This design comes from an exercise in tuning for small area, a short achievable clock period and few clock cycles per item on the open sky130 flow, not from production work. In this exercise RTL edits were held to simulation tests only and were not proved equivalent to the original.

==> exp/raven: inputs <==
## damped_sine_bank_synth
module damped_sine_bank_synth (
    input  logic        aclk,
    input  logic        aresetn,
    input  logic        cfg_we,
    input  logic [3:0]  cfg_wdata,
    input  logic        s_tvalid,
    output logic        s_tready,
    input  logic [63:0] s_tdata,
    input  logic [0:0]  s_tuser,
    output logic        m_tvalid,
    input  logic        m_tready,
    output logic [23:0] m_tdata
);
Settings: LEC_CHECK=0, ABC_AREA=1, CAP_MARGIN=60, CORE_MARGIN=2, CORE_UTILIZATION=50, CTS_CLUSTER_DIAMETER=100, CTS_CLUSTER_SIZE=30, SLEW_MARGIN=60, SYNTH_MEMORY_MAX_BITS=32768; clock period 14.0 ns.
run.sh (not shown) runs the stock make flow with config.mk's settings and CLKGATE_MAP_FILE= SYNTH_SCRIPT=/design/flow/synth_recipe.tcl, a recipe that flattens the netlist after the stock synthesis.
==> exp/amber (differences from exp/raven) <==
Settings changed: CAP_MARGIN 60 to 80, CORE_UTILIZATION 50 to 60, CTS_CLUSTER_DIAMETER 100 to unset, CTS_CLUSTER_SIZE 30 to unset, SLEW_MARGIN 60 to 80.
==> exp/quartz (differences from exp/raven) <==
--- a/flow/design.v
+++ b/flow/design.v
@@ -268,16 +268,16 @@
             default: mag = 15'd0;
         endcase
     end
 endmodule
 module dsbs_level_cs (
     input  logic [15:0] level,
     input  logic [15:0] decay,
-    output logic [14:0] hi_a,
-    output logic [14:0] hi_b,
+    output logic [19:0] hi_a,
+    output logic [19:0] hi_b,
     output logic        cin
 );
     logic lv_w0, lv_w1, lv_w2, lv_w3, lv_w4, lv_w5, lv_w6, lv_w7;
     logic lv_w8, lv_w9, lv_w10, lv_w11, lv_w12, lv_w13, lv_w14, lv_w15;
     logic lv_w16, lv_w17, lv_w18, lv_w19, lv_w20, lv_w21, lv_w22, lv_w23;
     logic lv_w24, lv_w25, lv_w26, lv_w27, lv_w28, lv_w29, lv_w30, lv_w31;
     logic lv_w32, lv_w33, lv_w34, lv_w35, lv_w36, lv_w37, lv_w38, lv_w39;
@@ -683,21 +683,21 @@
     assign lv_w358 = (level[12] & decay[14]) ^ (level[13] & decay[13]) ^ (level[14] & decay[12]);
     assign lv_w359 = ((level[12] & decay[14]) & (level[13] & decay[13])) | ((level[12] & decay[14]) & (level[14] & decay[12])) | ((level[13] & decay[13]) & (level[14] & decay[12]));
     assign lv_w360 = lv_w353 ^ lv_w358 ^ lv_w355;
     assign lv_w361 = (lv_w353 & lv_w358) | (lv_w353 & lv_w355) | (lv_w358 & lv_w355);
     assign lv_w362 = (level[13] & decay[14]) ^ (level[14] & decay[13]) ^ lv_w359;
     assign lv_w363 = ((level[13] & decay[14]) & (level[14] & decay[13])) | ((level[13] & decay[14]) & lv_w359) | ((level[14] & decay[13]) & lv_w359);
     logic [29:0] ra, rb;
-    logic [15:0] lo;
+    logic [10:0] lo;
     assign ra = {1'b0, (level[14] & decay[14]), lv_w361, lv_w357, lv_w351, lv_w343, lv_w333, lv_w321, lv_w307, lv_w291, lv_w273, lv_w253, lv_w231, lv_w207, lv_w181, lv_w155, lv_w131, lv_w109, lv_w106, lv_w71, lv_w68, lv_w52, lv_w38, lv_w26, lv_w16, lv_w8, lv_w2, (level[2] & decay[0]), (level[0] & decay[1]), (level[0] & decay[0])};
     assign rb = {1'b0, lv_w363, lv_w362, lv_w360, lv_w356, lv_w350, lv_w342, lv_w332, lv_w320, lv_w306, lv_w290, lv_w272, lv_w252, lv_w230, lv_w206, lv_w180, lv_w154, lv_w130, lv_w108, lv_w88, lv_w70, lv_w54, lv_w40, lv_w28, lv_w18, lv_w10, lv_w4, lv_w0, (level[1] & decay[0]), 1'b0};
-    assign lo = {1'b0, ra[14:0]} + {1'b0, rb[14:0]};
-    assign hi_a = ra[29:15];
-    assign hi_b = rb[29:15];
-    assign cin  = lo[15];
+    assign lo = {1'b0, ra[9:0]} + {1'b0, rb[9:0]};
+    assign hi_a = ra[29:10];
+    assign hi_b = rb[29:10];
+    assign cin  = lo[10];
 endmodule
 module dsbs_sine_cs (
     input  logic [14:0] x,            
     input  logic        neg,
     input  logic [15:0] level,
     output logic [34:0] row_a,
     output logic [34:0] row_b
@@ -2008,15 +2008,15 @@
     logic [15:0] t_level, t_decay;
     logic [8:0]  t_qidx;
     logic        t_neg;
     logic [23:0] m_phase, m_step;
     logic [15:0] m_level, m_decay;
     logic [14:0] m_x;              
     logic        m_neg;
-    logic [14:0] m_hi_a, m_hi_b;
+    logic [19:0] m_hi_a, m_hi_b;
     logic        m_cin;
     logic [23:0] phase_n;
     logic [7:0]  r;
     assign phase_n = load ? 24'd0 : h_phase;
     assign r       = phase_n[21:14];
     always_ff @(posedge aclk) begin
         t_phase <= phase_n;
@@ -2029,37 +2029,37 @@
         end else begin
             t_step  <= h_step;
             t_level <= h_level;
             t_decay <= h_decay;
         end
     end
     logic [14:0] mag;
-    logic [14:0] hi_a, hi_b;
+    logic [19:0] hi_a, hi_b;
     logic        cin;
     dsbs_sine_rom u_rom (.qidx(t_qidx), .mag(mag));
     dsbs_level_cs u_lcs (.level(t_level), .decay(t_decay), .hi_a(hi_a), .hi_b(hi_b), .cin(cin));
     always_ff @(posedge aclk) begin
         m_phase <= t_phase;
         m_step  <= t_step;
         m_level <= t_level;
         m_decay <= t_decay;
         m_x     <= mag ^ {15{t_neg}};
         m_neg   <= t_neg;
         m_hi_a  <= hi_a;
         m_hi_b  <= hi_b;
         m_cin   <= cin;
     end
-    logic [14:0] lv_sum;
+    logic [19:0] lv_sum;
     logic [15:0] new_level;
     logic [34:0] pa, pb;
-    assign lv_sum = m_hi_a + m_hi_b + 15'(m_cin);
+    assign lv_sum = m_hi_a + m_hi_b + 20'(m_cin);
     always_comb begin
         if (m_decay[15])      new_level = m_level;
         else if (m_level[15]) new_level = m_decay;
-        else                  new_level = {1'b0, lv_sum};
+        else                  new_level = {1'b0, lv_sum[19:5]};
     end
     dsbs_sine_cs u_scs (.x(m_x), .neg(m_neg), .level(m_level), .row_a(pa), .row_b(pb));
     always_ff @(posedge aclk) begin
         h_phase <= advance_next ? m_phase + m_step : m_phase;
         h_step  <= m_step;
         h_level <= advance_next ? new_level : m_level;
         h_decay <= m_decay;
==> exp/juniper (differences from exp/raven) <==
--- a/flow/design.v
+++ b/flow/design.v
@@ -268,16 +268,16 @@
             default: mag = 15'd0;
         endcase
     end
 endmodule
 module dsbs_level_cs (
     input  logic [15:0] level,
     input  logic [15:0] decay,
-    output logic [14:0] hi_a,
-    output logic [14:0] hi_b,
+    output logic [19:0] hi_a,
+    output logic [19:0] hi_b,
     output logic        cin
 );
     logic lv_w0, lv_w1, lv_w2, lv_w3, lv_w4, lv_w5, lv_w6, lv_w7;
     logic lv_w8, lv_w9, lv_w10, lv_w11, lv_w12, lv_w13, lv_w14, lv_w15;
     logic lv_w16, lv_w17, lv_w18, lv_w19, lv_w20, lv_w21, lv_w22, lv_w23;
     logic lv_w24, lv_w25, lv_w26, lv_w27, lv_w28, lv_w29, lv_w30, lv_w31;
     logic lv_w32, lv_w33, lv_w34, lv_w35, lv_w36, lv_w37, lv_w38, lv_w39;
@@ -683,21 +683,21 @@
     assign lv_w358 = (level[12] & decay[14]) ^ (level[13] & decay[13]) ^ (level[14] & decay[12]);
     assign lv_w359 = ((level[12] & decay[14]) & (level[13] & decay[13])) | ((level[12] & decay[14]) & (level[14] & decay[12])) | ((level[13] & decay[13]) & (level[14] & decay[12]));
     assign lv_w360 = lv_w353 ^ lv_w358 ^ lv_w355;
     assign lv_w361 = (lv_w353 & lv_w358) | (lv_w353 & lv_w355) | (lv_w358 & lv_w355);
     assign lv_w362 = (level[13] & decay[14]) ^ (level[14] & decay[13]) ^ lv_w359;
     assign lv_w363 = ((level[13] & decay[14]) & (level[14] & decay[13])) | ((level[13] & decay[14]) & lv_w359) | ((level[14] & decay[13]) & lv_w359);
     logic [29:0] ra, rb;
-    logic [15:0] lo;
+    logic [10:0] lo;
     assign ra = {1'b0, (level[14] & decay[14]), lv_w361, lv_w357, lv_w351, lv_w343, lv_w333, lv_w321, lv_w307, lv_w291, lv_w273, lv_w253, lv_w231, lv_w207, lv_w181, lv_w155, lv_w131, lv_w109, lv_w106, lv_w71, lv_w68, lv_w52, lv_w38, lv_w26, lv_w16, lv_w8, lv_w2, (level[2] & decay[0]), (level[0] & decay[1]), (level[0] & decay[0])};
     assign rb = {1'b0, lv_w363, lv_w362, lv_w360, lv_w356, lv_w350, lv_w342, lv_w332, lv_w320, lv_w306, lv_w290, lv_w272, lv_w252, lv_w230, lv_w206, lv_w180, lv_w154, lv_w130, lv_w108, lv_w88, lv_w70, lv_w54, lv_w40, lv_w28, lv_w18, lv_w10, lv_w4, lv_w0, (level[1] & decay[0]), 1'b0};
-    assign lo = {1'b0, ra[14:0]} + {1'b0, rb[14:0]};
-    assign hi_a = ra[29:15];
-    assign hi_b = rb[29:15];
-    assign cin  = lo[15];
+    assign lo = {1'b0, ra[9:0]} + {1'b0, rb[9:0]};
+    assign hi_a = ra[29:10];
+    assign hi_b = rb[29:10];
+    assign cin  = lo[10];
 endmodule
 module dsbs_sine_cs (
     input  logic [14:0] x,            
     input  logic        neg,
     input  logic [15:0] level,
     output logic [34:0] row_a,
     output logic [34:0] row_b
@@ -2008,15 +2008,15 @@
     logic [15:0] t_level, t_decay;
     logic [8:0]  t_qidx;
     logic        t_neg;
     logic [23:0] m_phase, m_step;
     logic [15:0] m_level, m_decay;
     logic [14:0] m_x;              
     logic        m_neg;
-    logic [14:0] m_hi_a, m_hi_b;
+    logic [19:0] m_hi_a, m_hi_b;
     logic        m_cin;
     logic [23:0] phase_n;
     logic [7:0]  r;
     assign phase_n = load ? 24'd0 : h_phase;
     assign r       = phase_n[21:14];
     always_ff @(posedge aclk) begin
         t_phase <= phase_n;
@@ -2029,37 +2029,37 @@
         end else begin
             t_step  <= h_step;
             t_level <= h_level;
             t_decay <= h_decay;
         end
     end
     logic [14:0] mag;
-    logic [14:0] hi_a, hi_b;
+    logic [19:0] hi_a, hi_b;
     logic        cin;
     dsbs_sine_rom u_rom (.qidx(t_qidx), .mag(mag));
     dsbs_level_cs u_lcs (.level(t_level), .decay(t_decay), .hi_a(hi_a), .hi_b(hi_b), .cin(cin));
     always_ff @(posedge aclk) begin
         m_phase <= t_phase;
         m_step  <= t_step;
         m_level <= t_level;
         m_decay <= t_decay;
         m_x     <= mag ^ {15{t_neg}};
         m_neg   <= t_neg;
         m_hi_a  <= hi_a;
         m_hi_b  <= hi_b;
         m_cin   <= cin;
     end
-    logic [14:0] lv_sum;
+    logic [19:0] lv_sum;
     logic [15:0] new_level;
     logic [34:0] pa, pb;
-    assign lv_sum = m_hi_a + m_hi_b + 15'(m_cin);
+    assign lv_sum = m_hi_a + m_hi_b + 20'(m_cin);
     always_comb begin
         if (m_decay[15])      new_level = m_level;
         else if (m_level[15]) new_level = m_decay;
-        else                  new_level = {1'b0, lv_sum};
+        else                  new_level = {1'b0, lv_sum[19:5]};
     end
     dsbs_sine_cs u_scs (.x(m_x), .neg(m_neg), .level(m_level), .row_a(pa), .row_b(pb));
     always_ff @(posedge aclk) begin
         h_phase <= advance_next ? m_phase + m_step : m_phase;
         h_step  <= m_step;
         h_level <= advance_next ? new_level : m_level;
         h_decay <= m_decay;
Settings changed: CAP_MARGIN 60 to 40, CTS_CLUSTER_DIAMETER 100 to unset, CTS_CLUSTER_SIZE 30 to unset, SLEW_MARGIN 60 to 40.
==> notes <==
- exp/juniper completed with no timing, DRC or antenna violations. exp/amber ran to the end with no violations. exp/quartz produced a clean layout. exp/raven ran to the end with no violations.
- Maximum frequency, lowest first: exp/quartz, exp/juniper, exp/raven, exp/amber.
- Utilization: exp/quartz < exp/raven < exp/juniper < exp/amber.
- Against exp/juniper, the register-to-register slack of exp/raven is worse by 80 ps.
- Critical path depth is the same in exp/quartz and exp/juniper.
Testbench counts of exp/raven, summed over its fixed seeds: cycles 7,215, items 2,312.
Testbench counts of exp/amber, summed over its fixed seeds: cycles 7,215, items 2,312.
Testbench counts of exp/quartz, summed over its fixed seeds: cycles 7,215, items 2,312.
Testbench counts of exp/juniper, summed over its fixed seeds: cycles 7,215, items 2,312.

==> what the ideal ports hide <==
How much do the figures lean on ideal ports? The routed layouts below were timed once more, with nothing changed but the port constraints.
Step 1, drivers: a clkbuf_16 drives aclk and a buf_2 each remaining input, both assumed.
Step 2, shift: input delay + t, output delay - t, t = (earliest + latest rising clock arrival at the registers) / 2. This alone moves slack from input paths to output paths.
a / b / c = ideal / step 1 / step 2; a / b = the first two.
| run | t (ns) | slack for setup (ns) | worst setup path after step 2 | worst register clock-pin slew, ns | worst slew at a driven data input, ns |
|---|---|---|---|---|---|
| exp/raven | 0.907 | 9.335 / 9.235 / 8.963 | input to register | 0.12 / 0.12 | 0.07 |
| exp/amber | 0.993 | 9.378 / 9.261 / 8.966 | input to register | 0.07 / 0.07 | 0.12 |
| exp/quartz | 0.983 | 9.244 / 9.137 / 8.896 | input to register | 0.12 / 0.12 | 0.04 |
| exp/juniper | 1.012 | 9.270 / 9.161 / 8.830 | input to register | 0.08 / 0.08 | 0.04 |
After both steps setup and hold are still met in every run listed. For exp/juniper, which loses most, drivers alone change the setup slack by -0.109 ns; drivers and shift together by -0.440 ns.
